Background: an optimization exercise with open tools, aiming at small area, a short achievable clock period and few clock cycles per item. Do not read the settings as production practice.
The RTL was checked by simulation tests, not by an equivalence proof against the original design.
Power is estimated from default activity; no workload was simulated.

`design.v`:
```
package ogrf_pkg;
  localparam int MAX_ROWS = 64;
  localparam int MAX_COLS = 64;
  localparam int ROW_AW   = (MAX_ROWS > 1) ? $clog2(MAX_ROWS) : 1;
  localparam int COL_AW   = (MAX_COLS > 1) ? $clog2(MAX_COLS) : 1;
  localparam int FUNC_W  = 2;
  localparam int COORD_W = 6;
  localparam int CELL_W  = 2;
  localparam int SIZE_W  = 7;
  localparam int CFG_IW  = 2;
  localparam logic [FUNC_W-1:0] FUNC_CLEAR = 2'd0;
  localparam logic [FUNC_W-1:0] FUNC_MARK  = 2'd1;
  localparam logic [FUNC_W-1:0] FUNC_READ  = 2'd2;
  localparam logic [CELL_W-1:0] CELL_FREE     = 2'd0;
  localparam logic [CELL_W-1:0] CELL_OBSTACLE = 2'd1;
  localparam logic [CELL_W-1:0] CELL_STATION  = 2'd2;
  localparam logic [CFG_IW-1:0] CFG_ROWS    = 2'd0;
  localparam logic [CFG_IW-1:0] CFG_COLS    = 2'd1;
  localparam logic [CFG_IW-1:0] CFG_STN_ROW = 2'd2;
  localparam logic [CFG_IW-1:0] CFG_STN_COL = 2'd3;
  localparam int RES_W = 4;
  localparam int QDEPTH = 4;
  localparam int QCNT_W = $clog2(QDEPTH + 1);
endpackage
import ogrf_pkg::*;
module ogrf_ctrl
(
  input  logic                      clk,
  input  logic                      rst_n,
  input  logic                      in_valid,
  output logic                      in_ready,
  output logic                      out_valid,
  input  logic                      out_ready,
  output logic [ogrf_pkg::RES_W-1:0] out_res,
  input  logic                      split_in,     
  input  logic                      res_valid,    
  input  logic [ogrf_pkg::RES_W-1:0] res_data
);
  logic [QCNT_W-1:0] outst_r, outst_nxt;    
  logic [QCNT_W-1:0] qcnt_r, qcnt_nxt;      
  logic [RES_W-1:0]  q_r [QDEPTH];          
  logic              ready_r;
  logic              valid_r;
  logic              acc, pop;
  assign in_ready  = ready_r;
  assign out_valid = valid_r;
  assign out_res   = q_r[0];
  assign acc = in_valid && ready_r;
  assign pop = valid_r && out_ready;
  always_comb begin
    outst_nxt = outst_r;
    if (acc && !pop) outst_nxt = outst_r + 1'b1;
    if (!acc && pop) outst_nxt = outst_r - 1'b1;
    qcnt_nxt = qcnt_r;
    if (res_valid && !pop) qcnt_nxt = qcnt_r + 1'b1;
    if (!res_valid && pop) qcnt_nxt = qcnt_r - 1'b1;
  end
  always_ff @(posedge clk) begin
    if (!rst_n) begin
      outst_r <= '0;
      qcnt_r  <= '0;
      ready_r <= 1'b1;
      valid_r <= 1'b0;
    end else begin
      outst_r <= outst_nxt;
      qcnt_r  <= qcnt_nxt;
      ready_r <= (int'(outst_nxt) < QDEPTH) && !(acc && split_in);
      valid_r <= (qcnt_nxt != '0);
    end
  end
  always_ff @(posedge clk) begin
    for (int i = 0; i < QDEPTH; i++) begin
      if (pop) begin
        if (i + 1 < QDEPTH) q_r[i] <= q_r[i + 1];
        if (res_valid && (int'(qcnt_r) == i + 1)) q_r[i] <= res_data;
      end else begin
        if (res_valid && (int'(qcnt_r) == i)) q_r[i] <= res_data;
      end
    end
  end
endmodule
import ogrf_pkg::*;
module ogrf_dp
(
  input  logic               clk,
  input  logic               rst_n,
  input  logic               cfg_we,
  input  logic [ogrf_pkg::CFG_IW-1:0]  cfg_index,
  input  logic [ogrf_pkg::SIZE_W-1:0]  cfg_wdata,
  input  logic               in_valid,
  input  logic               in_ready,
  input  logic [ogrf_pkg::FUNC_W-1:0]  func,
  input  logic [ogrf_pkg::COORD_W-1:0] row_low,
  input  logic [ogrf_pkg::COORD_W-1:0] col_low,
  input  logic [ogrf_pkg::COORD_W-1:0] row_high,
  input  logic [ogrf_pkg::COORD_W-1:0] col_high,
  output logic               split_in,
  output logic               res_valid,
  output logic [ogrf_pkg::RES_W-1:0]   res_data
);
  logic [SIZE_W-1:0]  rows_r, cols_r;
  logic [COORD_W-1:0] stn_row_r, stn_col_r;
  always_ff @(posedge clk) begin
    if (!rst_n) begin
      rows_r    <= SIZE_W'(64);
      cols_r    <= SIZE_W'(64);
      stn_row_r <= '0;
      stn_col_r <= '0;
    end else if (cfg_we) begin
      unique case (cfg_index)
        CFG_ROWS:    rows_r    <= cfg_wdata;
        CFG_COLS:    cols_r    <= cfg_wdata;
        CFG_STN_ROW: stn_row_r <= cfg_wdata[COORD_W-1:0];
        CFG_STN_COL: stn_col_r <= cfg_wdata[COORD_W-1:0];
        default: begin
        end
      endcase
    end
  end
  logic i_rl_ok, i_rh_ok, i_cl_ok, i_ch_ok;
  logic i_mark, i_read, i_clear;
  logic i_mark_oor, i_read_oor, i_go, i_rd_go, i_stn_in, i_stn_at;
  assign i_rl_ok = ({1'b0, row_low}  < rows_r);
  assign i_rh_ok = ({1'b0, row_high} < rows_r);
  assign i_cl_ok = ({1'b0, col_low}  < cols_r);
  assign i_ch_ok = ({1'b0, col_high} < cols_r);
  assign i_mark     = (func == FUNC_MARK);
  assign i_read     = (func == FUNC_READ);
  assign i_clear    = (func == FUNC_CLEAR);
  assign i_mark_oor = !(i_rl_ok && i_rh_ok && i_cl_ok && i_ch_ok);
  assign i_read_oor = !(i_rl_ok && i_cl_ok);
  assign i_go       = i_mark && !i_mark_oor;
  assign i_rd_go    = i_read && !i_read_oor;
  assign i_stn_in   = (stn_row_r >= row_low) && (stn_row_r <= row_high) &&
                      (stn_col_r >= col_low) && (stn_col_r <= col_high);
  assign i_stn_at   = (row_low == stn_row_r) && (col_low == stn_col_r);
  assign split_in   = i_go && i_stn_in;
  logic               v1;         
  logic               ph2;        
  logic               rstc_r;     
  logic [COORD_W-1:0] rl1, cl1, rh1, ch1;
  logic               go1, clr1, split1, oor1, stn1, need1;
  always_ff @(posedge clk) begin
    if (!rst_n) begin
      v1     <= 1'b0;
      ph2    <= 1'b0;
      rstc_r <= 1'b1;
    end else begin
      v1     <= in_valid && in_ready;
      ph2    <= v1 && split1;
      rstc_r <= 1'b0;
    end
  end
  always_ff @(posedge clk) begin
    if (in_ready) begin
      rl1    <= row_low;
      cl1    <= col_low;
      rh1    <= row_high;
      ch1    <= col_high;
      go1    <= i_go;
      clr1   <= i_clear;
      split1 <= split_in;
      oor1   <= (i_mark && i_mark_oor) || (i_read && i_read_oor);
      stn1   <= i_rd_go && i_stn_at;
      need1  <= i_rd_go && !i_stn_at;
    end
  end
  logic [MAX_ROWS-1:0] row_in, row_sel, stn_row_sel, row_m;
  logic [MAX_COLS-1:0] col_in, stn_col_sel, col_m;
  logic                keep;
  always_comb begin
    for (int r = 0; r < MAX_ROWS; r++) begin
      row_in[r]      = (r >= int'(rl1)) && (r <= int'(rh1));
      row_sel[r]     = (r == int'(rl1));
      stn_row_sel[r] = (r == int'(stn_row_r));
    end
    for (int c = 0; c < MAX_COLS; c++) begin
      col_in[c]      = (c >= int'(cl1)) && (c <= int'(ch1));
      stn_col_sel[c] = (c == int'(stn_col_r));
    end
  end
  always_comb begin
    if (ph2) begin
      row_m = stn_row_sel;
      col_m = col_in & ~stn_col_sel;
    end else begin
      row_m = (v1 && go1) ? (row_in & ~(split1 ? stn_row_sel : '0)) : '0;
      col_m = col_in;
    end
  end
  assign keep = !(v1 && clr1) && !rstc_r;
  logic [MAX_COLS-1:0] grid_r [MAX_ROWS];
  for (genvar r = 0; r < MAX_ROWS; r++) begin : g_row
    always_ff @(posedge clk) begin
      grid_r[r] <= (grid_r[r] & {MAX_COLS{keep}}) |
                   (col_m & {MAX_COLS{row_m[r]}});
    end
  end
  logic [MAX_COLS-1:0] row_data;
  always_comb begin
    row_data = '0;
    for (int r = 0; r < MAX_ROWS; r++) begin
      row_data = row_data | (grid_r[r] & {MAX_COLS{row_sel[r]}});
    end
  end
  logic [MAX_COLS-1:0] rd2;
  logic                v2;
  logic [COL_AW-1:0]   c2;
  logic                oor2, ref2, stn2, need2;
  always_ff @(posedge clk) begin
    if (!rst_n) begin
      v2 <= 1'b0;
    end else begin
      v2 <= v1;
    end
  end
  always_ff @(posedge clk) begin
    rd2   <= row_data;
    c2    <= COL_AW'(cl1);
    oor2  <= oor1;
    ref2  <= split1;
    stn2  <= stn1;
    need2 <= need1;
  end
  logic [CELL_W-1:0] cell_st;
  always_comb begin
    cell_st = CELL_FREE;
    if (stn2) begin
      cell_st = CELL_STATION;
    end else if (need2 && rd2[c2]) begin
      cell_st = CELL_OBSTACLE;
    end
  end
  assign res_valid = v2;
  assign res_data  = {oor2, ref2, cell_st};
endmodule
import ogrf_pkg::*;
module occupancy_grid_rect_fill
(
  input  logic              clk,
  input  logic              rst_n,
  input  logic              cfg_we,
  input  logic [ogrf_pkg::CFG_IW-1:0] cfg_index,
  input  logic [ogrf_pkg::SIZE_W-1:0] cfg_wdata,
  input  logic              in_tvalid,
  output logic              in_tready,
  input  logic [23:0]       in_tdata,    
  input  logic [1:0]        in_tuser,    
  output logic              out_tvalid,
  input  logic              out_tready,
  output logic [7:0]        out_tdata    
);
  logic             split_in;
  logic             res_valid;
  logic [RES_W-1:0] res_data;
  logic [RES_W-1:0] out_res;
  ogrf_ctrl u_ctrl (
    .clk        (clk),
    .rst_n      (rst_n),
    .in_valid   (in_tvalid),
    .in_ready   (in_tready),
    .out_valid  (out_tvalid),
    .out_ready  (out_tready),
    .out_res    (out_res),
    .split_in (split_in),
    .res_valid  (res_valid),
    .res_data   (res_data)
  );
  ogrf_dp u_dp (
    .clk        (clk),
    .rst_n      (rst_n),
    .cfg_we     (cfg_we),
    .cfg_index  (cfg_index),
    .cfg_wdata  (cfg_wdata),
    .in_valid   (in_tvalid),
    .in_ready   (in_tready),
    .func       (in_tuser),
    .row_low    (in_tdata[5:0]),
    .col_low    (in_tdata[11:6]),
    .row_high   (in_tdata[17:12]),
    .col_high   (in_tdata[23:18]),
    .split_in (split_in),
    .res_valid  (res_valid),
    .res_data   (res_data)
  );
  assign out_tdata = {4'b0000, out_res};
endmodule
```
`run.sh`:
```
#!/bin/bash
# synth_recipe.tcl (not shown) runs the flow's synth.tcl, then flattens the netlist and writes it again
# the make line also repeats each setting of config.mk as NAME=value (left out here)
make -C /OpenROAD-flow-scripts/flow DESIGN_CONFIG=/design/flow/config.mk WORK_HOME=/design/flow/orfs CLKGATE_MAP_FILE= SYNTH_SCRIPT=/design/flow/synth_recipe.tcl finish
```
`config.mk`:
```
export PLATFORM = sky130hd
export DESIGN_NAME = occupancy_grid_rect_fill
export DESIGN_NICKNAME = occupancy_grid_rect_fill
export VERILOG_FILES = /design/flow/design.v
export SDC_FILE = /design/flow/constraint.sdc
export NUM_CORES = 8
export LEC_CHECK = 0
export CAP_MARGIN = 20
export CORE_MARGIN = 2
export CORE_UTILIZATION = 40
export SETUP_SLACK_MARGIN = 4.6
export SLEW_MARGIN = 20
export SYNTH_MEMORY_MAX_BITS = 8192
```
`constraint.sdc`:
```
create_clock -name core_clock -period 8.0 [get_ports {clk}]
set_input_delay 1.6000 -clock core_clock [delete_from_list [all_inputs] [get_ports {clk}]]
set_output_delay 1.6000 -clock core_clock [all_outputs]
set_load 0.01 [all_outputs]
```
==> results of run 1 <==
==> cell families after synthesis <==
family / Yosys count / share of synthesized area (%)
adders and majority gates: 54 / 0.434
muxes: 50 / 0.457
xor gates and xnor gates: 4 / 0.0225
and+or+nand+nor: 5757 / 15.2
AOI/OAI and AO/OA: 6434 / 24.5
buffers and inverters: 1797 / 4.51
other: 1 / 0.00241
DFF: 4254 / 54.9
==> power groups by stage <==
stage	combinational [mW]	clock, mW	sequential, mW
finish	4.43	20.4	21.8
global route	4.39	21.2	21.9
CTS	4.08	20.3	21.8
detailed placement	3.96	0	22.3
global placement	3.96	0	22.3
floorplan	2.15	0	22.2
==> critical path: cells and delay by family, from the launching register on <==
family / cells / cell delay (ps)
AO/OA/AOI/OAI: 3 / 1210
AND/OR/NAND/NOR: 2 / 830
buffers and inverters: 2 / 690
flip-flops: 1 / 580
==> routing by layer <==
layer	GRT usage (%)	share of wire [%]
met1	50.6	36
met2	53.9	40
met3	12.9	16
met4	26.5	7.8
met5	0	0.039
==> repair_timing <==
item                                    in CTS  in global routing
pin swaps                                   22                  3
endpoints found under the hold margin        0                  0
resized for setup                          168                 48
endpoints found under the setup margin    2465               1194
cloned                                       8                  1
hold buffers                                 0                  0
setup buffers                               74                 18
==> synthesized netlist by cell type, drive strengths merged (52+ instances only) <==
cell type,n,share of area [%]
nand3,93,0.30
nor2,261,0.67
a21oi,97,0.35
dfxtp,4216,54
a22oi,1832,8.9
buf,219,0.71
nand2,4749,11
a22o,52,0.29
o21ai,4161,13
a222oi,67,0.43
a221oi,57,0.32
clkbuf,1524,3.7
nor4,88,0.40
nand4,283,1.1
ha,54,0.43
nor3,153,0.63
==> state kept, by name (all words and copies together), names as in the netlist, 3 cells and up <==
signal and count:
u_ctrl.outst_r 3, u_ctrl.q_r 16, u_ctrl.qcnt_r 3, u_dp.c2 6
u_dp.ch1 6, u_dp.cl1 6, u_dp.cols_r 7, u_dp.grid_r 4096
u_dp.rd2 64, u_dp.rh1 6, u_dp.rl1 6, u_dp.rows_r 7
u_dp.stn_col_r 6, u_dp.stn_row_r 6
==> path summary, 6_finish.rpt <==
kind | startpoint | to | depth (start not counted)
max | u_dp.stn_row_r[0]$_SDFFE_PN0P_ | u_dp.grid_r[33][50]$_DFF_P_ | 7
min | u_dp.need1$_DFFE_PP_ | u_dp.need2$_DFF_P_ | 0
max reg2reg | u_dp.stn_row_r[0]$_SDFFE_PN0P_ | u_dp.grid_r[33][50]$_DFF_P_ | 7
min reg2reg | u_dp.need1$_DFFE_PP_ | u_dp.need2$_DFF_P_ | 0
==> layout make-up <==
cell class / count / area (sq um) / share of cell area, %
diodes: 148 / 370 / 0.209
multi-input cells: 12300 / 65000 / 36.6
inverters: 54 / 203 / 0.114
flip-flops and latches: 4254 / 85500 / 48.2
repair buffers: 571 / 5840 / 3.29
well taps: 5197 / 6500 / 3.66
clock inverters: 149 / 1710 / 0.963
clock buffers: 611 / 12300 / 6.93
==> layout by cell type (no fill, tap or decap), types with 28 or more instances in the layout <==
master	n
nor4_1	79
buf_4	345
nand4_1	283
nand2_1	4740
a222oi_1	67
a22o_1	52
clkbuf_16	420
o21ai_1	128
nand3_1	90
a21oi_1	68
o22ai_1	31
nor2_1	221
nor3_1	115
a221oi_1	56
bufinv_16	28
o21ai_0	4022
buf_12	65
clkbuf_1	83
ha_1	54
clkbuf_8	111
buf_6	83
a22oi_1	1820
edfxtp_1	38
dfxtp_1	4212
inv_1	42
diode_2	148
nor2_4	30
a21oi_4	29
clkinv_2	83
clkdlybuf4s50_1	39
nor3_4	34
==> impl_metrics.py, run 1 <==
metrics = {
    "status": {
        "outcome": "complete, no violations",
    },
    "route": {
        "totalWireLength_microns": 808000,
        "wl_per_cell_microns": 34.7,
        "dr.pass1.iters": 9,
        "drtIter0Drc": 34400,
        "route.detailed.drc": 0,
        "final_antenna_net_count": 0,
        "via_count": 153000,
        "via_per_inst": 6.59,
    },
    "place": {
        "placedCellCount": 22300,
        "post-place-ws_ps": 3700,
        "place.gp.congestion": 0.983,
        "postPlaceCellArea_sq_um": 161000,
        "portBuffers": 45,
        "hpwl_microns": 404000,
    },
    "sta": {
        "fin_crit_ps": 3580,
        "maxSlewHeadroom_pct": 10.9,
        "worst_pin_slew_ps": 1340,
        "setup_viol": 0,
        "fmax_ghz": 0.279,
        "finalMaxSlewViolations": 0,
        "fin_setup_tns_ps": 0,
        "holdWs_ps": 345,
        "finalHoldViolations": 0,
        "rsz0062_at_grt": "true",
        "fin_crit_sh_pct": 44.8,
        "clock_skew_ps": 77.3,
        "final.setup.worst_slack_ps": 4420,
    },
    "clock_network": {
        "cts_made_buffers": 416,
        "cts-root-buf": "clkbuf_16",
        "clock_path_buffers": 4,
        "clk_pin_slew_worst_paths_ps": 70,
        "htreeDepth": 5,
        "cts_tree": "done",
        "cts_sinks": 4254,
        "clk_latency_ps": 1030,
    },
    "power": {
        "total_power_mw": 46.7,
        "pwr-share-clk_pct": 43.7,
        "p_comb_share_pct": 9.5,
        "p_leak_nw": 61.8,
        "power.density_nw_per_um2": 263,
        "swShare_pct": 27.6,
        "power_switching_mw": 12.9,
        "sequentialPowerShare_pct": 46.8,
        "irDropWorstVdd_v": 0.000192,
        "internal_power_mw": 33.8,
    },
    "critical_path": {
        "crit_chain": "inv_1, nor2_1, nand2_4, o21ai_2, o22a_4, buf_8, o21ai_0",
        "end_kind": "register",
        "crit_fanout": 34,
        "critical_path_arrival_ps": 4390,
        "cp_data_required_time_ps": 8810,
        "start_kind": "register",
        "critPathKind": "reg -> reg",
        "max_stage_delay_ps": 700,
        "rrSetupSlack_ps": 4420,
        "crit_slowest_cell": "o21ai_2",
    },
    "global_route": {
        "grt_max_degree": 225,
        "grt_pass1_wl_microns": 1090000,
        "overflow": 0,
        "grtUsageTotal_pct": 38.8,
        "grt_antenna_before_repair": 173,
        "grt_pass1_vias": 133000,
    },
    "cells_and_area": {
        "fin_util_pct": 45.7,
        "drive_above_1_share_pct": 8.30,
        "fillers": 38400,
        "nets": 17700,
        "fin_area_sq_um": 177000,
        "area_growth_pct": 13.9,
        "fin_cells": 23300,
    },
    "synthesis": {
        "syn_area_sq_um": 156000,
        "syn_area_per_cell_sq_um": 8.49,
        "synth_edf_count": 38,
        "syn_inst": 18400,
        "synth.distinct_cells": 88,
        "synth_seq_cells": 4254,
        "ys.flop_type": "dfxtp_1",
        "synth_warnings": 4,
        "synthArstFlopShare_pct": 0,
        "ys_seq_area_share_pct": 54.9,
    },
    "job": {
        "drv_cap": 0,
    },
    "die": {
        "die_w_microns": 628,
        "dieArea_sq_um": 395000,
        "ioPinCount": 50,
        "row_count": 229,
        "core-area_sq_um": 389000,
        "die_h_microns": 628,
        "start_util_pct": 40.1,
    },
    "hold_path": {
        "worst_hold_path_type": "reg -> reg",
    },
}
Testbench counts, summed over its fixed seeds: cycles 3,246, requests 3,200.
==> inputs of run 2 (changes only) <==
--- a/design.v
+++ b/design.v
@@ -120,6 +120,8 @@
   logic i_rl_ok, i_rh_ok, i_cl_ok, i_ch_ok;
   logic i_mark, i_read, i_clear;
   logic i_mark_oor, i_read_oor, i_go, i_rd_go, i_stn_in, i_stn_at;
+  logic acc;
+  assign acc = in_valid && in_ready;
   assign i_rl_ok = ({1'b0, row_low}  < rows_r);
   assign i_rh_ok = ({1'b0, row_high} < rows_r);
   assign i_cl_ok = ({1'b0, col_low}  < cols_r);
@@ -135,60 +137,70 @@
                       (stn_col_r >= col_low) && (stn_col_r <= col_high);
   assign i_stn_at   = (row_low == stn_row_r) && (col_low == stn_col_r);
   assign split_in   = i_go && i_stn_in;
-  logic               v1;         
-  logic               ph2;        
-  logic               rstc_r;     
-  logic [COORD_W-1:0] rl1, cl1, rh1, ch1;
-  logic               go1, clr1, split1, oor1, stn1, need1;
-  always_ff @(posedge clk) begin
-    if (!rst_n) begin
-      v1     <= 1'b0;
-      ph2    <= 1'b0;
-      rstc_r <= 1'b1;
+  logic [MAX_ROWS-1:0] i_row_in, stn_row_sel;
+  logic [MAX_COLS-1:0] i_col_in, stn_col_sel;
+  always_comb begin
+    for (int r = 0; r < MAX_ROWS; r++) begin
+      i_row_in[r]    = (r >= int'(row_low)) && (r <= int'(row_high));
+      stn_row_sel[r] = (r == int'(stn_row_r));
+    end
+    for (int c = 0; c < MAX_COLS; c++) begin
+      i_col_in[c]    = (c >= int'(col_low)) && (c <= int'(col_high));
+      stn_col_sel[c] = (c == int'(stn_col_r));
+    end
+  end
+  logic                v1;        
+  logic                sp1;       
+  logic                ph2;       
+  logic                keep1;     
+  logic [MAX_ROWS-1:0] rm1;
+  logic [MAX_COLS-1:0] cm1;
+  logic [COORD_W-1:0]  rl1, cl1;
+  logic                oor1, stn1, need1;
+  always_ff @(posedge clk) begin
+    if (!rst_n) begin
+      v1   <= 1'b0;
+      sp1  <= 1'b0;
+      ph2  <= 1'b0;
+      keep1 <= 1'b0;
+      rm1  <= '0;
     end else begin
-      v1     <= in_valid && in_ready;
-      ph2    <= v1 && split1;
-      rstc_r <= 1'b0;
+      v1   <= acc;
+      sp1  <= acc && split_in;
+      ph2  <= sp1;
+      keep1 <= !(acc && i_clear);
+      if (sp1) begin
+        rm1 <= stn_row_sel;
+      end else if (acc && i_go) begin
+        rm1 <= i_row_in & ~(split_in ? stn_row_sel : '0);
+      end else begin
+        rm1 <= '0;
+      end
     end
   end
   always_ff @(posedge clk) begin
     if (in_ready) begin
-      rl1    <= row_low;
-      cl1    <= col_low;
-      rh1    <= row_high;
-      ch1    <= col_high;
-      go1    <= i_go;
-      clr1   <= i_clear;
-      split1 <= split_in;
-      oor1   <= (i_mark && i_mark_oor) || (i_read && i_read_oor);
-      stn1   <= i_rd_go && i_stn_at;
-      need1  <= i_rd_go && !i_stn_at;
-    end
-  end
-  logic [MAX_ROWS-1:0] row_in, row_sel, stn_row_sel, row_m;
-  logic [MAX_COLS-1:0] col_in, stn_col_sel, col_m;
+      cm1 <= i_col_in;
+    end
+  end
+  always_ff @(posedge clk) begin
+    rl1   <= row_low;
+    cl1   <= col_low;
+    oor1  <= (i_mark && i_mark_oor) || (i_read && i_read_oor);
+    stn1  <= i_rd_go && i_stn_at;
+    need1 <= i_rd_go && !i_stn_at;
+  end
+  logic [MAX_ROWS-1:0] row_sel, row_m;
+  logic [MAX_COLS-1:0] col_m;
   logic                keep;
   always_comb begin
     for (int r = 0; r < MAX_ROWS; r++) begin
-      row_in[r]      = (r >= int'(rl1)) && (r <= int'(rh1));
-      row_sel[r]     = (r == int'(rl1));
-      stn_row_sel[r] = (r == int'(stn_row_r));
-    end
-    for (int c = 0; c < MAX_COLS; c++) begin
-      col_in[c]      = (c >= int'(cl1)) && (c <= int'(ch1));
-      stn_col_sel[c] = (c == int'(stn_col_r));
-    end
-  end
-  always_comb begin
-    if (ph2) begin
-      row_m = stn_row_sel;
-      col_m = col_in & ~stn_col_sel;
-    end else begin
-      row_m = (v1 && go1) ? (row_in & ~(split1 ? stn_row_sel : '0)) : '0;
-      col_m = col_in;
-    end
-  end
-  assign keep = !(v1 && clr1) && !rstc_r;
+      row_sel[r] = (r == int'(rl1));
+    end
+  end
+  assign row_m = rm1;
+  assign col_m = ph2 ? (cm1 & ~stn_col_sel) : cm1;
+  assign keep  = keep1;
   logic [MAX_COLS-1:0] grid_r [MAX_ROWS];
   for (genvar r = 0; r < MAX_ROWS; r++) begin : g_row
     always_ff @(posedge clk) begin
@@ -218,7 +230,7 @@
     rd2   <= row_data;
     c2    <= COL_AW'(cl1);
     oor2  <= oor1;
-    ref2  <= split1;
+    ref2  <= sp1;
     stn2  <= stn1;
     need2 <= need1;
   end
--- a/config.mk
+++ b/config.mk
@@ -7,7 +7,10 @@
 export LEC_CHECK = 0
 export CAP_MARGIN = 20
 export CORE_MARGIN = 2
-export CORE_UTILIZATION = 40
-export SETUP_SLACK_MARGIN = 4.6
+export CORE_UTILIZATION = 55
+export CTS_CLUSTER_DIAMETER = 80
+export CTS_CLUSTER_SIZE = 30
+export PLACE_DENSITY = 0.65
+export SETUP_SLACK_MARGIN = 5
 export SLEW_MARGIN = 20
 export SYNTH_MEMORY_MAX_BITS = 8192
==> run 2 against run 1 <==
  * Now fails the layout checks on antenna rules
  * Die area down 26%
  * Critical path type unchanged
  * Area after synthesis up 1.8%
  * Synthesized cell count down 21%
  * Via count down 5.3%
  * Register-to-register slack better by 460 ps
  * Highest routed layer unchanged
  * Clock-buffer cell count down 405
  * Critical path depth unchanged
  * Critical endpoint is now u_ctrl.q_r[0][0]$_DFFE_PP_
  * Clock power down 38%
  * Combinational power down 15%
  * Wire length down 1.6%
==> impl_metrics.py, run 2 <==
metrics = {
    "status": {
        "outcome": "failed layout checks",
        "so.violations": "antenna rules",
    },
    "job": {
        "drv_cap": 0,
    },
    "critical_path": {
        "crit_chain": "buf_6, mux4_2, mux2i_1, a22oi_1, nand4_1, a21oi_4, mux2_2",
        "start_kind": "register",
        "cp_data_required_time_ps": 8700,
        "worstSetupPathDepth": 7,
        "startpoint": "u_dp.c2[1]$_DFF_P_",
        "cpLargestDelayFamily": "multiplexers",
        "rrSetupSlack_ps": 4880,
        "crit_slowest_cell": "mux4_2",
        "path_buf_inv": 1,
        "critPathKind": "reg -> reg",
        "crit_fanout": 14,
        "r2r-start": "u_dp.c2[1]$_DFF_P_",
        "max_stage_delay_ps": 730,
        "end_kind": "register",
        "worstReg2RegEnd": "u_ctrl.q_r[0][0]$_DFFE_PP_",
        "ff2ff_path_depth": 7,
        "critical_path_arrival_ps": 3820,
    },
    "clock_network": {
        "cts_sinks": 4368,
        "htreeDepth": 4,
        "hold_buffers": 0,
        "cts-root-buf": "clkbuf_16",
        "clock_path_buffers": 4,
        "cts_tree": "done",
        "cts_made_buffers": 188,
        "clk_pin_slew_worst_paths_ps": 100,
        "clk_latency_ps": 1010,
    },
    "cells_and_area": {
        "largest-register": "u_dp.grid_r",
        "regArea_sq_um": 88400,
        "final_cell_mix": "dfxtp_1 (4222), a22o_1 (4105), a22oi_1 (2039)",
        "drive_above_1_share_pct": 8.87,
        "area_growth_pct": 7.39,
        "largest_register_ffs": 4096,
        "fillers": 23500,
        "multi_input_area_sq_um": 65100,
        "nets": 13600,
        "final_common_cell": "dfxtp_1",
    },
    "synthesis": {
        "synth.distinct_cells": 71,
        "syn_area_per_cell_sq_um": 10.9,
        "synth_edf_count": 72,
        "synth_area_leaders": "dfxtp_1 (54%), a22o_1 (23%), a22oi_1 (9.7%), clkbuf_1 (3.8%), nand2_1 (1.7%)",
        "syn_area_sq_um": 159000,
        "syn_inst": 14600,
        "synthArstFlopShare_pct": 0,
        "netlist_top_cells_count": "dfxtp_1 (4296), a22o_1 (4105), a22oi_1 (2039)",
        "synth.most_common_cell": "dfxtp_1",
        "synth_warnings": 4,
        "ys.flop_type": "dfxtp_1",
        "synth_top_area_share_pct": 54.2,
        "synth_top_area_cell": "dfxtp_1",
        "ys_seq_area_share_pct": 55.6,
        "synth_seq_cells": 4368,
    },
    "hold_path": {
        "min_from": "u_dp.cl1[1]$_DFF_P_",
        "worst_hold_path_type": "reg -> reg",
        "holdPathStages": 0,
        "hold_end": "u_dp.c2[1]$_DFF_P_",
    },
    "route": {
        "via_count": 145000,
        "wl_per_cell_microns": 45.6,
        "via_per_inst": 8.34,
        "drtIter0Drc": 33800,
        "totalWireLength_microns": 795000,
        "final_antenna_net_count": 1,
        "dr.pass1.iters": 10,
        "route.detailed.drc": 0,
    },
    "global_route": {
        "overflow": 0,
        "grt_pass1_vias": 128000,
        "grt_max_degree": 274,
        "grt_antenna_before_repair": 71,
        "grtUsageTotal_pct": 51.6,
        "grt_pass1_wl_microns": 1060000,
    },
    "sta": {
        "fin_setup_tns_ps": 0,
        "clock_skew_ps": 82.5,
        "worst_pin_slew_ps": 1340,
        "fin_crit_ps": 3120,
        "finalHoldViolations": 0,
        "setup_viol": 0,
        "maxSlewHeadroom_pct": 10.5,
        "holdWs_ps": 321,
        "finalMaxSlewViolations": 0,
        "rsz0062_at_grt": "true",
        "fmax_ghz": 0.321,
        "fin_crit_sh_pct": 39.0,
    },
    "power": {
        "p_leak_nw": 64.6,
        "power.density_nw_per_um2": 228,
        "irDropWorstVdd_v": 0.000209,
    },
    "die": {
        "row_count": 197,
        "die_h_microns": 541,
        "ioPinCount": 50,
        "start_util_pct": 55.2,
        "die_w_microns": 541,
        "core-area_sq_um": 287000,
        "dieArea_sq_um": 293000,
    },
    "place": {
        "portBuffers": 45,
        "place.gp.congestion": 0.935,
        "hpwl_microns": 408000,
    },
}
run 2: changes by cell type after synthesis, sizes merged, moves of 37 or more:
cell / change
dfxtp: +80
clkbuf: +83
a22o: +4053
a21boi: +42
a21oi: -41
o21ai: -4104
nand2: -4034
a22oi: +207
a222oi: -67
o32ai: +38
a221oi: -44
nand3: -37
run 2: worst max-delay path by stage:
| stage | endpoint | slack [ps] |
|---|---|---|
| 2_1_floorplan | u_dp.rm1[38]$_SDFF_PN0_ | 4590 |
| 3_5_place_dp | u_dp.rm1[6]$_SDFF_PN0_ | 2560 |
| 3_3_place_gp | u_dp.rm1[1]$_SDFF_PN0_ | 2440 |
| 6_report | u_ctrl.q_r[0][0]$_DFFE_PP_ | 4880 |
| 5_1_grt | out_tdata[2] | 4890 |
| 4_1_cts | in_tready | 4870 |
run 2: logic make-up (layout without fill, tap and decap cells):
kind of cell    after synthesis  after routing  synth area share, %
compound gates             6498           6498                 33.9
flops                      4368           4368                 55.6
buf+inv                    1891            888                 4.57
simple gates               1686           1687                 5.07
fa+ha+maj                    54             54                0.426
mux                          53             53                0.467
xor+xnor                      4              4               0.0221
other cells                   1             89              0.00236
run 2: timing repair:
action | 4_1_cts | 5_1_grt
setup endpoints to repair | 145 | 474
gates cloned | 10 | 3
setup buffers | 80 | 14
gates resized for setup | 241 | 83
pin swaps | 40 | 32
hold endpoints to repair | 0 | 0
run 2: power breakdown:
group / internal [mW] / total (mW) / switching (mW) / leakage [nW]
Combinational: 0.600 / 3.78 / 3.18 / 26.2
Clock: 5.04 / 12.6 / 7.58 / 2.94
Sequential: 22.1 / 22.4 / 0.278 / 35.5
run 2: final cells by class:
class / instances / area share [%]
Antenna cell: 85 / 0.125
Clock buffer: 206 / 2.90
Clock inverter: 82 / 0.630
Inverter: 42 / 0.122
Multi-Input combinational cell: 8300 / 38.2
Sequential cell: 4368 / 51.9
Tap cell: 3781 / 2.78
Timing Repair Buffer: 558 / 3.31
run 2: metal layers:
layer	wire (microns)	global-route usage, %	share of wire (%)
met1	278000	66.5	35
met2	310000	69.6	39
met3	137000	20.5	17
met4	68600	36.4	8.6
met5	931	0.970	0.12
run 2: through the flow:
step	power [mW]	setup WS, ps	instances	cell area [sq um]	utilization (%)
3_3_place_gp	26.2	2440	16900	162000	56.4
5_1_grt	39.4	4890	17300	170000	59.2
3_5_place_dp	26.3	2560	16900	162000	56.4
6_report	38.8	4880	17400	170000	59.3
2_1_floorplan	25.0	4590	14600	159000	-
4_1_cts	38.3	4870	17300	170000	59.0
Testbench counts of run 2, summed over its fixed seeds: cycles 3,246, requests 3,200.
==> inputs of run 3 (changes only) <==
--- a/design.v
+++ b/design.v
@@ -179,7 +179,7 @@
     end
   end
   always_ff @(posedge clk) begin
-    if (in_ready) begin
+    if (!sp1) begin
       cm1 <= i_col_in;
     end
   end
--- a/config.mk
+++ b/config.mk
@@ -7,10 +7,8 @@
 export LEC_CHECK = 0
 export CAP_MARGIN = 20
 export CORE_MARGIN = 2
-export CORE_UTILIZATION = 55
-export CTS_CLUSTER_DIAMETER = 80
-export CTS_CLUSTER_SIZE = 30
-export PLACE_DENSITY = 0.65
+export CORE_UTILIZATION = 40
+export CTS_CLUSTER_DIAMETER = 70
+export CTS_CLUSTER_SIZE = 25
 export SETUP_SLACK_MARGIN = 5
 export SLEW_MARGIN = 20
-export SYNTH_MEMORY_MAX_BITS = 8192
==> run 3 against run 2 <==
  * Now clean on timing, DRC and antenna
  * Sequential power barely moved
  * Wire length increased by 1.4%
  * Synthesized cell count decreased by 0.22%
  * Combinational power is 45% lower
  * Clock skew up 1.3 ps
  * Clock-buffer cell count increased by 40
  * Critical path depth decreased by 6
  * Hold slack better by 20 ps
  * Setup slack lost 54 ps
  * Critical endpoint is now out_tdata[2]
  * Sequential share of layout area shrank 0.66 points
  * Power shrank 3.3%
==> impl_metrics.py, run 3 <==
metrics = {
    "status": {
        "outcome": "complete, no violations",
    },
    "critical_path": {
        "crit_slowest_cell": "edfxtp_1",
        "worstSetupPathDepth": 1,
        "start_kind": "register",
        "max_stage_delay_ps": 440,
        "cpLargestDelayFamily": "flip-flops",
        "crit_chain": "buf_6",
        "critical_path_arrival_ps": 1570,
        "rrSetupSlack_ps": 4840,
        "path_buf_inv": 1,
        "end_kind": "output port",
        "ff2ff_path_depth": 8,
        "critPathKind": "reg -> out",
        "cp_data_required_time_ps": 6400,
        "crit_fanout": 1,
    },
    "sta": {
        "fin_crit_sh_pct": 39.7,
        "worst_pin_slew_ps": 1400,
        "finalMaxSlewViolations": 0,
        "setup_viol": 0,
        "maxSlewHeadroom_pct": 6.74,
        "fin_crit_ps": 3170,
        "final.setup.worst_slack_ps": 4830,
        "fmax_ghz": 0.315,
        "finalHoldViolations": 0,
        "clock_skew_ps": 83.8,
        "fin_setup_tns_ps": 0,
        "rsz0062_at_grt": "true",
    },
    "global_route": {
        "grt_max_degree": 229,
        "overflow": 0,
        "grt_pass1_wl_microns": 1070000,
        "grt_antenna_before_repair": 82,
        "grtUsageTotal_pct": 38.1,
        "grt_pass1_vias": 122000,
    },
    "route": {
        "dr.pass1.iters": 7,
        "final_antenna_net_count": 0,
        "via_per_inst": 7.48,
        "via_count": 141000,
        "totalWireLength_microns": 806000,
        "wl_per_cell_microns": 42.7,
        "drtIter0Drc": 32800,
        "route.detailed.drc": 0,
    },
    "hold_path": {
        "worst_hold_path_type": "reg -> reg",
        "holdPathStages": 0,
    },
    "clock_network": {
        "cts_sinks": 4368,
        "cts-root-buf": "clkbuf_16",
        "cts_made_buffers": 217,
        "clk_pin_slew_worst_paths_ps": 90,
        "clk_latency_ps": 1060,
        "clock_path_buffers": 4,
        "htreeDepth": 4,
        "cts_tree": "done",
    },
    "place": {
        "place.gp.congestion": 0.933,
        "post-place-ws_ps": 2400,
        "hpwl_microns": 407000,
        "portBuffers": 45,
    },
    "synthesis": {
        "synth.most_common_cell": "dfxtp_1",
        "netlist_top_cells_count": "dfxtp_1 (4296), a22o_1 (4104), a22oi_1 (2041)",
        "ys_seq_area_share_pct": 55.7,
        "synth_warnings": 4,
        "syn_inst": 14500,
        "ys.flop_type": "dfxtp_1",
        "synthArstFlopShare_pct": 0,
        "synth_edf_count": 72,
        "synth.distinct_cells": 79,
        "synth_seq_cells": 4368,
        "synth_top_area_cell": "dfxtp_1",
        "synth_area_leaders": "dfxtp_1 (54%), a22o_1 (23%), a22oi_1 (9.7%), clkbuf_1 (3.8%), nand2_1 (1.8%)",
        "synth_top_area_share_pct": 54.3,
        "syn_area_sq_um": 158000,
        "syn_area_per_cell_sq_um": 10.9,
    },
    "cells_and_area": {
        "area_growth_pct": 8.90,
        "nets": 13600,
        "largest_register_ffs": 4096,
        "largest-register": "u_dp.grid_r",
        "final_common_cell": "dfxtp_1",
        "final_cell_mix": "dfxtp_1 (4223), a22o_1 (4104), a22oi_1 (2040)",
        "drive_above_1_share_pct": 8.72,
        "fin_util_pct": 43.7,
    },
    "power": {
        "irDropWorstVdd_v": 0.000185,
        "p_leak_nw": 64.9,
        "power.density_nw_per_um2": 218,
    },
    "die": {
        "die_w_microns": 633,
        "start_util_pct": 40.1,
        "die_h_microns": 633,
        "row_count": 231,
        "dieArea_sq_um": 401000,
        "ioPinCount": 50,
        "core-area_sq_um": 395000,
    },
    "job": {
        "drv_cap": 0,
    },
}
## run 3: cell types whose count changed after synthesis, moves of 13 or more
| cell | before | now |
|---|---|---|
| buf_1 | 141 | 124 |
| nand2_1 | 715 | 741 |
| nor3_1 | 184 | 128 |
| o32ai_1 | 38 | 12 |
| nand4_1 | 270 | 257 |
| o22ai_1 | 28 | 52 |
## run 3: area by class of cell
type / count / area (sq um)
fillers: 36600 / 223000
clock buffers: 246 / 5720
flip-flops and latches: 4368 / 88400
clock inverters: 58 / 875
inverters: 46 / 234
diodes: 56 / 140
repair buffers: 578 / 6020
well taps: 5242 / 6560
multi-input cells: 8278 / 64500
## run 3: what timing repair did
| item | CTS | global route |
|---|---|---|
| endpoints found under the setup margin | 235 | 1017 |
| pin swaps | 48 | 12 |
| cloned | 10 | 1 |
| hold buffers | 0 | 0 |
| setup buffers | 99 | 23 |
| gates resized for setup | 278 | 77 |
| endpoints found under the hold margin | 0 | 0 |
## run 3: final timing paths
kind,start,end
hold / removal,u_dp.stn1$_DFF_P_,u_dp.stn2$_DFF_P_
setup / recovery,u_ctrl.q_r[0][2]$_DFFE_PP_,out_tdata[2]
hold reg to reg,u_dp.stn1$_DFF_P_,u_dp.stn2$_DFF_P_
setup reg to reg,u_dp.rl1[1]$_DFF_P_,u_dp.rd2[43]$_DFF_P_
## run 3: power by group
part | switching [mW] | internal [mW]
Sequential | 0.187 | 21.9
Combinational | 1.68 | 0.400
Clock | 7.83 | 5.50
Total | 9.69 | 27.8
## run 3: cell families (layout without fill, tap and decap cells)
group	Yosys count	after routing	synth area share, %
other	1	60	0.00237
multiplexers	48	48	0.436
AND/OR/NAND/NOR	1643	1646	4.90
XOR/XNOR	4	4	0.0221
buffers and inverters	1883	928	4.55
AO/OA/AOI/OAI	6522	6522	34.0
flip-flops	4368	4368	55.7
adder cells (fa/ha/maj)	54	54	0.427
## run 3: metal layers
layer  GRT usage (%)  vias to the layer above  share of wire (%)
li1                -                    54300                  -
met1            51.5                    70400                 37
met2            52.6                    13700                 40
met3            13.0                     2881                 16
met4            21.7                       42                7.0
met5               0                        -              0.037
## run 3: stage by stage
stage               total power, mW  area [sq um]  std cells  hold WS (ps)
detailed placement             24.5        163000      18400           318
CTS                            37.2        172000      18800           341
global placement               24.5        163000      18400           313
global route                   38.2        172000      18800           353
finish                         37.5        173000      18900           340
floorplan                      23.7        159000      14500           310
Testbench counts of run 3, summed over its fixed seeds: cycles 3,246, requests 3,200.
==> inputs of run 4 (changes only) <==
==> flow/run.sh (new file) <==
#!/bin/bash
# Own layout flow: the standard ORFS flow (standard.sh, standard synthesis
# included), with one change: clock tree synthesis adds no dummy loads. The
# clock tree is still balanced over every register. make's full output goes
# to flow_make.log in the work folder; ORFS keeps its per-step logs under
# orfs/logs.
set -euo pipefail
export CTS_ARGS="-sink_clustering_enable -repair_clock_nets -sink_clustering_size 25 -sink_clustering_max_diameter 70 -dont_use_dummy_load"
bash standard.sh > flow_make.log 2>&1
==> standard.sh (new file) <==
#!/bin/bash
# synth_recipe.tcl (not shown) runs the flow's synth.tcl, then flattens the netlist and writes it again
# the make line also repeats each setting of config.mk as NAME=value (left out here)
make -C /OpenROAD-flow-scripts/flow DESIGN_CONFIG=/design/flow/config.mk WORK_HOME=/design/flow/orfs CLKGATE_MAP_FILE= SYNTH_SCRIPT=/design/flow/synth_recipe.tcl "${@:-finish}"
--- a/config.mk
+++ b/config.mk
@@ -8,7 +8,5 @@
 export CAP_MARGIN = 20
 export CORE_MARGIN = 2
 export CORE_UTILIZATION = 40
-export CTS_CLUSTER_DIAMETER = 70
-export CTS_CLUSTER_SIZE = 25
 export SETUP_SLACK_MARGIN = 5
 export SLEW_MARGIN = 20
removed: run.sh
==> run 4 against run 3 <==
  * Sequential power is essentially flat
  * Wire length is essentially flat
  * Still clean
  * Sequential share of layout area up 0.33 points
  * Die area unchanged
  * Sequential cell count unchanged
  * Synthesized cell count unchanged
  * Setup slack better by 20 ps
  * Register-to-register slack improved by 20 ps
  * Final cell count fell by 0.39%
  * Clock-buffer cell count is 29 lower
  * Clock power down 8%
  * Non-clock buffer count down 4
==> impl_metrics.py, run 4 <==
metrics = {
    "cells_and_area": {
        "area_growth_pct": 8.22,
        "fin_util_pct": 43.4,
        "fillers": 36600,
        "drive_above_1_share_pct": 8.29,
        "largest-register": "u_dp.grid_r",
        "largest_register_ffs": 4096,
        "final_common_cell": "dfxtp_1",
        "nets": 13600,
        "final_cell_mix": "dfxtp_1 (4223), a22o_1 (4104), a22oi_1 (2040)",
    },
    "global_route": {
        "grt_pass1_vias": 122000,
        "grt_pass1_wl_microns": 1070000,
        "grt_antenna_before_repair": 85,
        "grtUsageTotal_pct": 38.2,
        "grt_max_degree": 229,
        "overflow": 0,
    },
    "route": {
        "drtIter0Drc": 33100,
        "via_per_inst": 7.56,
        "top_layer": "met5",
        "wl_per_cell_microns": 42.9,
        "final_antenna_net_count": 0,
        "totalWireLength_microns": 806000,
        "via_count": 142000,
        "dr.pass1.iters": 8,
        "route.detailed.drc": 0,
        "wl_met3_microns": 129000,
        "wl_met2_microns": 320000,
        "drt-met1-wl_microns": 300000,
    },
    "critical_path": {
        "cp_data_required_time_ps": 6400,
        "crit_fanout": 1,
        "crit_slowest_cell": "edfxtp_1",
        "critPathKind": "reg -> out",
        "max_stage_delay_ps": 440,
        "cpLargestDelayFamily": "flip-flops",
        "path_buf_inv": 1,
        "critical_path_arrival_ps": 1550,
        "end_kind": "output port",
        "start_kind": "register",
        "crit_chain": "buf_6",
    },
    "synthesis": {
        "ys.flop_type": "dfxtp_1",
        "synth_warnings": 4,
        "syn_inst": 14500,
        "synthArstFlopShare_pct": 0,
        "syn_area_per_cell_sq_um": 10.9,
        "synth.most_common_cell": "dfxtp_1",
        "syn_area_sq_um": 158000,
        "synth_area_leaders": "dfxtp_1 (54%), a22o_1 (23%), a22oi_1 (9.7%), clkbuf_1 (3.8%), nand2_1 (1.8%)",
        "synth_edf_count": 72,
        "netlist_top_cells_count": "dfxtp_1 (4296), a22o_1 (4104), a22oi_1 (2041)",
        "synth_seq_cells": 4368,
        "synth_top_area_cell": "dfxtp_1",
        "synth_top_area_share_pct": 54.3,
        "ys_seq_area_share_pct": 55.7,
        "synth.distinct_cells": 79,
    },
    "power": {
        "p_leak_nw": 64.3,
        "irDropWorstVdd_v": 0.000200,
        "sequentialPowerShare_pct": 60.7,
        "p_comb_share_pct": 5.7,
        "internal_power_mw": 27.2,
        "total_power_mw": 36.4,
        "power.density_nw_per_um2": 213,
        "swShare_pct": 25.4,
        "power_switching_mw": 9.25,
        "pwr-share-clk_pct": 33.5,
    },
    "status": {
        "outcome": "complete, no violations",
    },
    "clock_network": {
        "clk_pin_slew_worst_paths_ps": 80,
        "clk_latency_ps": 1010,
        "cts-root-buf": "clkbuf_16",
        "hold_buffers": 0,
        "htreeDepth": 4,
        "cts_sinks": 4368,
        "clock_path_buffers": 4,
        "cts_made_buffers": 217,
        "cts_tree": "done",
    },
    "sta": {
        "fin_crit_sh_pct": 39.4,
        "finalHoldViolations": 0,
        "rsz0062_at_grt": "true",
        "setup_viol": 0,
        "holdWs_ps": 337,
        "clock_skew_ps": 115,
        "fmax_ghz": 0.317,
        "worst_pin_slew_ps": 1360,
        "fin_crit_ps": 3150,
        "fin_setup_tns_ps": 0,
        "finalMaxSlewViolations": 0,
        "maxSlewHeadroom_pct": 9.64,
    },
    "hold_path": {
        "worst_hold_path_type": "reg -> reg",
    },
    "die": {
        "core-area_sq_um": 395000,
        "row_count": 231,
        "die_w_microns": 633,
        "dieArea_sq_um": 401000,
        "start_util_pct": 40.1,
        "ioPinCount": 50,
        "die_h_microns": 633,
    },
    "place": {
        "hpwl_microns": 407000,
        "portBuffers": 45,
        "place.gp.congestion": 0.933,
    },
    "job": {
        "drv_cap": 0,
    },
}
-- run 4: per-stage QoR --
| stage | cells | cell area, sq um | setup WS, ps |
|---|---|---|---|
| global route | 18700 | 171000 | 4810 |
| CTS | 18700 | 171000 | 4790 |
| detailed placement | 18400 | 163000 | 2400 |
| finish | 18800 | 171000 | 4850 |
| floorplan | 14500 | 159000 | 4140 |
| global placement | 18400 | 163000 | 2450 |
-- run 4: logic make-up after synthesis --
kind of cell,Yosys count,share of synthesized area [%]
compound gates,6522,34.0
flops,4368,55.7
buf+inv,1883,4.55
simple gates,1643,4.90
fa+ha+maj,54,0.427
mux,48,0.436
xor+xnor,4,0.0221
other cells,1,0.00237
-- run 4: worst register-to-register path, delay by kind of cell (launching register included) --
family	cells	cell delay, ps
compound gates	1	240
flops	1	540
buf+inv	2	880
simple gates	5	1390
-- run 4: final cells by class --
type	count	area [sq um]	area share, %
Multi-Input combinational cell	8278	64600	37.7
Antenna cell	73	183	0.107
Timing Repair Buffer	574	5940	3.47
Inverter	46	245	0.143
Clock buffer	217	5430	3.17
Tap cell	5242	6560	3.83
Sequential cell	4368	88400	51.6
-- run 4: metal layers --
| metal | vias to the layer above | track usage [%] |
|---|---|---|
| met1 | 70700 | 51.5 |
| met3 | 3000 | 12.8 |
| li1 | 54200 | - |
| met2 | 14200 | 52.7 |
| met4 | 26 | 22.0 |
| met5 | - | 0 |
-- run 4: path summary, 6_finish.rpt --
path / from / endpoint / slack [ps] / cells past startpoint
max: u_ctrl.q_r[0][1]$_DFFE_PP_ / out_tdata[1] / 4850 / 1
min: u_dp.stn1$_DFF_P_ / u_dp.stn2$_DFF_P_ / 340 / 0
max reg2reg: u_dp.rl1[1]$_DFF_P_ / u_dp.rd2[43]$_DFF_P_ / 4860 / 8
min reg2reg: u_dp.stn1$_DFF_P_ / u_dp.stn2$_DFF_P_ / 340 / 0
-- run 4: what timing repair did --
item / in CTS / in global routing
gates resized for setup: 291 / 82
cloned: 11 / 0
setup buffers: 100 / 18
pin swaps: 51 / 15
setup endpoints to repair: 237 / 903
-- run 4: power by group through the flow --
stage,Clock (mW),Combinational [mW],Sequential [mW]
6_report,12.2,2.08,22.1
5_1_grt,12.8,2.10,22.1
4_1_cts,12.1,1.93,22.1
3_5_place_dp,0,1.86,22.6
3_3_place_gp,0,1.87,22.6
2_1_floorplan,0,1.17,22.5
==> inputs of run 5 (changes only) <==
--- a/design.v
+++ b/design.v
@@ -21,6 +21,7 @@
   localparam int RES_W = 4;
   localparam int QDEPTH = 4;
   localparam int QCNT_W = $clog2(QDEPTH + 1);
+  localparam int QA_W   = $clog2(QDEPTH);
 endpackage
 import ogrf_pkg::*;
 module ogrf_ctrl
@@ -38,13 +39,15 @@
 );
   logic [QCNT_W-1:0] outst_r, outst_nxt;    
   logic [QCNT_W-1:0] qcnt_r, qcnt_nxt;      
-  logic [RES_W-1:0]  q_r [QDEPTH];          
+  logic [QA_W-1:0]   wp_r, rp_r, rp_nxt;    
+  logic [QDEPTH*RES_W-1:0] q_r;            
+  logic [RES_W-1:0]  head_r;                
   logic              ready_r;
   logic              valid_r;
   logic              acc, pop;
   assign in_ready  = ready_r;
   assign out_valid = valid_r;
-  assign out_res   = q_r[0];
+  assign out_res   = head_r;
   assign acc = in_valid && ready_r;
   assign pop = valid_r && out_ready;
   always_comb begin
@@ -54,29 +57,36 @@
     qcnt_nxt = qcnt_r;
     if (res_valid && !pop) qcnt_nxt = qcnt_r + 1'b1;
     if (!res_valid && pop) qcnt_nxt = qcnt_r - 1'b1;
+    rp_nxt = pop ? rp_r + 1'b1 : rp_r;
   end
   always_ff @(posedge clk) begin
     if (!rst_n) begin
       outst_r <= '0;
       qcnt_r  <= '0;
+      wp_r    <= '0;
+      rp_r    <= '0;
       ready_r <= 1'b1;
       valid_r <= 1'b0;
     end else begin
       outst_r <= outst_nxt;
       qcnt_r  <= qcnt_nxt;
+      wp_r    <= res_valid ? wp_r + 1'b1 : wp_r;
+      rp_r    <= rp_nxt;
       ready_r <= (int'(outst_nxt) < QDEPTH) && !(acc && split_in);
       valid_r <= (qcnt_nxt != '0);
     end
   end
   always_ff @(posedge clk) begin
     for (int i = 0; i < QDEPTH; i++) begin
-      if (pop) begin
-        if (i + 1 < QDEPTH) q_r[i] <= q_r[i + 1];
-        if (res_valid && (int'(qcnt_r) == i + 1)) q_r[i] <= res_data;
-      end else begin
-        if (res_valid && (int'(qcnt_r) == i)) q_r[i] <= res_data;
+      if (res_valid && (int'(wp_r) == i)) begin
+        q_r[i*RES_W +: RES_W] <= res_data;
       end
     end
+    if (res_valid && (wp_r == rp_nxt)) begin
+      head_r <= res_data;
+    end else begin
+      head_r <= q_r[int'(rp_nxt)*RES_W +: RES_W];
+    end
   end
 endmodule
 import ogrf_pkg::*;
@@ -137,15 +147,18 @@
                       (stn_col_r >= col_low) && (stn_col_r <= col_high);
   assign i_stn_at   = (row_low == stn_row_r) && (col_low == stn_col_r);
   assign split_in   = i_go && i_stn_in;
-  logic [MAX_ROWS-1:0] i_row_in, stn_row_sel;
+  logic [COORD_W-1:0]  i_col_end;
+  logic [MAX_ROWS-1:0] i_row_in, i_row_sel, stn_row_sel;
   logic [MAX_COLS-1:0] i_col_in, stn_col_sel;
+  assign i_col_end = i_read ? col_low : col_high;
   always_comb begin
     for (int r = 0; r < MAX_ROWS; r++) begin
       i_row_in[r]    = (r >= int'(row_low)) && (r <= int'(row_high));
+      i_row_sel[r]   = (r == int'(row_low));
       stn_row_sel[r] = (r == int'(stn_row_r));
     end
     for (int c = 0; c < MAX_COLS; c++) begin
-      i_col_in[c]    = (c >= int'(col_low)) && (c <= int'(col_high));
+      i_col_in[c]    = (c >= int'(col_low)) && (c <= int'(i_col_end));
       stn_col_sel[c] = (c == int'(stn_col_r));
     end
   end
@@ -155,7 +168,7 @@
   logic                keep1;     
   logic [MAX_ROWS-1:0] rm1;
   logic [MAX_COLS-1:0] cm1;
-  logic [COORD_W-1:0]  rl1, cl1;
+  logic [MAX_ROWS-1:0] rs1;       
   logic                oor1, stn1, need1;
   always_ff @(posedge clk) begin
     if (!rst_n) begin
@@ -184,20 +197,14 @@
     end
   end
   always_ff @(posedge clk) begin
-    rl1   <= row_low;
-    cl1   <= col_low;
+    rs1   <= i_row_sel;
     oor1  <= (i_mark && i_mark_oor) || (i_read && i_read_oor);
     stn1  <= i_rd_go && i_stn_at;
     need1 <= i_rd_go && !i_stn_at;
   end
-  logic [MAX_ROWS-1:0] row_sel, row_m;
+  logic [MAX_ROWS-1:0] row_m;
   logic [MAX_COLS-1:0] col_m;
   logic                keep;
-  always_comb begin
-    for (int r = 0; r < MAX_ROWS; r++) begin
-      row_sel[r] = (r == int'(rl1));
-    end
-  end
   assign row_m = rm1;
   assign col_m = ph2 ? (cm1 & ~stn_col_sel) : cm1;
   assign keep  = keep1;
@@ -208,16 +215,22 @@
                    (col_m & {MAX_COLS{row_m[r]}});
     end
   end
-  logic [MAX_COLS-1:0] row_data;
+  localparam int RD_GRP = 4;
+  localparam int RD_W   = MAX_COLS / RD_GRP;
+  logic [MAX_COLS-1:0] row_data, cell_data;
+  logic [RD_W-1:0]     grp_data;
   always_comb begin
     row_data = '0;
     for (int r = 0; r < MAX_ROWS; r++) begin
-      row_data = row_data | (grid_r[r] & {MAX_COLS{row_sel[r]}});
+      row_data = row_data | (grid_r[r] & {MAX_COLS{rs1[r]}});
+    end
+    cell_data = row_data & cm1;
+    for (int g = 0; g < RD_W; g++) begin
+      grp_data[g] = |cell_data[g*RD_GRP +: RD_GRP];
     end
   end
-  logic [MAX_COLS-1:0] rd2;
+  logic [RD_W-1:0]     rd2;
   logic                v2;
-  logic [COL_AW-1:0]   c2;
   logic                oor2, ref2, stn2, need2;
   always_ff @(posedge clk) begin
     if (!rst_n) begin
@@ -227,8 +240,7 @@
     end
   end
   always_ff @(posedge clk) begin
-    rd2   <= row_data;
-    c2    <= COL_AW'(cl1);
+    rd2   <= grp_data;
     oor2  <= oor1;
     ref2  <= sp1;
     stn2  <= stn1;
@@ -239,7 +251,7 @@
     cell_st = CELL_FREE;
     if (stn2) begin
       cell_st = CELL_STATION;
-    end else if (need2 && rd2[c2]) begin
+    end else if (need2 && (|rd2)) begin
       cell_st = CELL_OBSTACLE;
     end
   end
==> run 5 against run 4 <==
  * Combinational power rose by 2%
  * Setup slack got worse by 180 ps
  * Design area rose by 0.12%
  * First-iteration DRC count fell by 7.6%
  * Critical path depth rose by 7
  * Global-route usage rose by 0.78 points
  * Final cell count fell by 4.3%
  * Power rose by 0.61%
  * Wire length rose by 2.7%
  * Die area fell by 0.29%
  * Area after synthesis fell by 0.30%
  * Critical path type is now reg -> reg
==> impl_metrics.py, run 5 <==
metrics = {
    "sta": {
        "fin_crit_sh_pct": 41.7,
        "final.setup.worst_slack_ps": 4660,
        "clock_skew_ps": 190,
        "worst_pin_slew_ps": 1350,
        "finalMaxSlewViolations": 0,
        "setup_viol": 0,
        "finalHoldViolations": 0,
        "maxSlewHeadroom_pct": 10.1,
        "rsz0062_at_grt": "true",
        "fin_setup_tns_ps": 0,
        "fmax_ghz": 0.300,
        "fin_crit_ps": 3340,
    },
    "clock_network": {
        "clk_latency_ps": 1030,
        "clk_pin_slew_worst_paths_ps": 90,
        "cts_made_buffers": 223,
        "cts_tree": "done",
        "hold_buffers": 0,
        "cts_sinks": 4374,
        "clock_path_buffers": 4,
        "cts-root-buf": "clkbuf_16",
        "htreeDepth": 4,
    },
    "synthesis": {
        "synthArstFlopShare_pct": 0,
        "synth.distinct_cells": 75,
        "synth.area.mux_share_pct": 0.238,
        "synth_area_leaders": "dfxtp_1 (54%), a22o_1 (28%), a221oi_1 (5.8%), clkbuf_1 (3.5%), edfxtp_1 (1.5%)",
        "synth_top_family_by_area": "compound AO/OA/AOI/OAI gates",
        "synth_xor_area_share_pct": 0.0499,
        "syn_inst": 13800,
        "synth_seq_cells": 4374,
        "synth_top_area_share_pct": 54.4,
        "synth_warnings": 3,
        "synth_edf_count": 80,
        "ys_seq_area_share_pct": 56.0,
        "syn_area_sq_um": 158000,
        "syn_area_per_cell_sq_um": 11.5,
        "synth.most_common_cell": "a22o_1",
        "netlist_top_cells_count": "a22o_1 (5121), dfxtp_1 (4294), clkbuf_1 (1471)",
        "synthSimpleGateAreaFrac_pct": 2.87,
        "synth_compound_area_share_pct": 35.8,
        "ys.flop_type": "dfxtp_1",
        "synth_top_area_cell": "dfxtp_1",
        "synth_fa_ha_area_share_pct": 0.428,
    },
    "hold_path": {
        "holdPathStages": 0,
        "worst_hold_path_type": "reg -> reg",
    },
    "cells_and_area": {
        "fin_area_sq_um": 172000,
        "fillers": 36400,
        "area_growth_pct": 8.67,
        "largest_register_ffs": 4096,
        "multi_input_area_sq_um": 64300,
        "final_cell_mix": "a22o_1 (5121), dfxtp_1 (4156), a221oi_1 (1026)",
        "drive_above_1_share_pct": 9.47,
        "final_common_cell": "a22o_1",
        "nets": 12800,
        "regArea_sq_um": 88900,
        "largest-register": "u_dp.grid_r",
    },
    "power": {
        "p_leak_nw": 62.9,
        "power.density_nw_per_um2": 214,
        "irDropWorstVdd_v": 0.000182,
    },
    "place": {
        "portBuffers": 45,
        "post-place-ws_ps": 2250,
        "place.gp.congestion": 0.944,
        "postPlaceCellArea_sq_um": 163000,
        "hpwl_microns": 419000,
    },
    "critical_path": {
        "crit_fanout": 38,
        "max_stage_delay_ps": 590,
        "crit_slowest_cell": "or4_4",
        "crit_chain": "buf_12, buf_4, a22o_1, a221oi_1, nand4_1, or4_4, a22oi_2, nand2_1",
        "cp_data_required_time_ps": 8860,
        "critical_path_arrival_ps": 4200,
        "end_kind": "register",
        "start_kind": "register",
        "ff2ff_path_depth": 8,
        "critPathKind": "reg -> reg",
    },
    "route": {
        "dr.pass1.iters": 6,
        "totalWireLength_microns": 828000,
        "final_antenna_net_count": 0,
        "drtIter0Drc": 30600,
        "via_per_inst": 7.81,
        "route.detailed.drc": 0,
        "via_count": 140000,
        "wl_per_cell_microns": 46.0,
    },
    "die": {
        "start_util_pct": 40.2,
        "dieArea_sq_um": 400000,
        "ioPinCount": 50,
        "row_count": 230,
        "die_w_microns": 632,
        "core-area_sq_um": 393000,
        "die_h_microns": 632,
    },
    "global_route": {
        "grt_pass1_vias": 121000,
        "grt_max_degree": 249,
        "overflow": 0,
        "grt_pass1_wl_microns": 1090000,
        "grt_antenna_before_repair": 90,
        "grtUsageTotal_pct": 38.9,
    },
    "job": {
        "drv_cap": 0,
    },
    "status": {
        "outcome": "complete, no violations",
    },
}
[run 5: cell count changes after synthesis, moves of 92 or more]
cell      before   now
a22oi_1     2041    34
a221oi_1      19  1045
a22o_1      4104  5121
nand2_1      741   142
buf_1        124   384
clkbuf_1    1619  1471
nor2_1       226   134
[run 5: per-stage QoR]
step	hold WS (ps)	cells	utilization [%]	power [mW]
3_3_place_gp	313	17500	41.4	24.5
5_1_grt	327	17900	43.6	37.2
3_5_place_dp	312	17500	41.4	24.5
6_report	321	18000	43.7	36.7
4_1_cts	329	17800	43.3	36.3
2_1_floorplan	310	13800	-	23.8
[run 5: power by group]
part | leakage (nW) | total (mW) | internal, mW | switching (mW)
Clock | 2.75 | 12.4 | 4.96 | 7.42
Combinational | 24.5 | 2.13 | 0.461 | 1.67
Sequential | 35.6 | 22.1 | 21.9 | 0.226
Total | 62.9 | 36.7 | 27.3 | 9.32
[run 5: area by class of cell]
| cell class | count | share of cell area [%] |
|---|---|---|
| antenna | 94 | 0.137 |
| clock buffer | 223 | 3.25 |
| inverter | 45 | 0.141 |
| multi-input combinational | 7478 | 37.5 |
| sequential | 4374 | 51.8 |
| tap | 5220 | 3.81 |
| timing repair buffer | 552 | 3.44 |
[run 5: what timing repair did]
action                     4_1_cts  5_1_grt
setup endpoints to repair      174      183
setup buffers                   53       54
resized for setup              371      149
cloned                          10       12
pin swaps                       32       43
[run 5: worst max-delay path, delay by kind of cell (launching register included)]
kind | cells | cell delay (ps)
AND/OR/NAND/NOR | 3 | 830
buffers and inverters | 2 | 690
flip-flops | 1 | 500
AO/OA/AOI/OAI | 3 | 1100
[run 5: kinds of logic after synthesis]
group,after synthesis
AO/OA/AOI/OAI,6539
flip-flops,4374
buffers and inverters,1932
AND/OR/NAND/NOR,831
adder cells (fa/ha/maj),54
multiplexers,32
XOR/XNOR,9
other,1
[run 5: path summary, 6_finish.rpt]
check             slack (ps)                  end                  from
setup / recovery        4660  u_dp.rd2[6]$_DFF_P_  u_dp.rs1[44]$_DFF_P_
hold / removal           320    u_dp.stn2$_DFF_P_     u_dp.stn1$_DFF_P_
setup reg to reg        4660  u_dp.rd2[6]$_DFF_P_  u_dp.rs1[44]$_DFF_P_
hold reg to reg          320    u_dp.stn2$_DFF_P_     u_dp.stn1$_DFF_P_
[run 5: routing by layer]
layer | vias to the layer above | wire (microns) | global-route usage, %
li1 | 52700 | - | -
met1 | 70800 | 303000 | 51.3
met2 | 13600 | 326000 | 53.3
met3 | 3343 | 132000 | 13.7
met4 | 50 | 65600 | 25.7
met5 | - | 595 | 0.0725
Testbench counts of run 5, summed over its fixed seeds: cycles 3,246, requests 3,200.

-- what the ideal ports hide --
The results above use ideal ports. As a check the final layouts listed here were re-extracted and re-timed, cells and wires unchanged. Step 1 sets driving cells, clkbuf_16 on the clock port and buf_2 on the other inputs (assumed; they add their load-dependent delay and slew). Step 2 moves the port delays by t, midway between the first and last clock arrival at a register: inputs arrive t later, outputs are due t later. That takes back most of the time a late clock gives input paths. a / b / c = ideal ports / drivers / drivers and shift; a / b = the first two.
run | shift t [ns] | setup WS [ns] | hold WS [ns] | worst slew at a driven data input, ns | cell pins on the clock port's net
run 1 | 1.091 | 4.417 / 4.417 / 3.868 | 0.345 / 0.345 / 0.345 | 0.04 | 1
run 2 | 1.086 | 4.880 / 4.809 / 3.974 | 0.321 / 0.321 / 0.321 | 0.05 | 1
run 3 | 1.131 | 4.826 / 4.703 / 3.964 | 0.340 / 0.340 / 0.340 | 0.06 | 1
run 4 | 1.099 | 4.846 / 4.728 / 3.992 | 0.337 / 0.337 / 0.337 | 0.08 | 1
run 5 | 1.066 | 4.663 / 4.663 / 3.805 | 0.321 / 0.321 / 0.321 | 0.12 | 1
For run 2, which loses most, drivers alone change the setup slack by -0.071 ns; drivers and shift together by -0.906 ns.
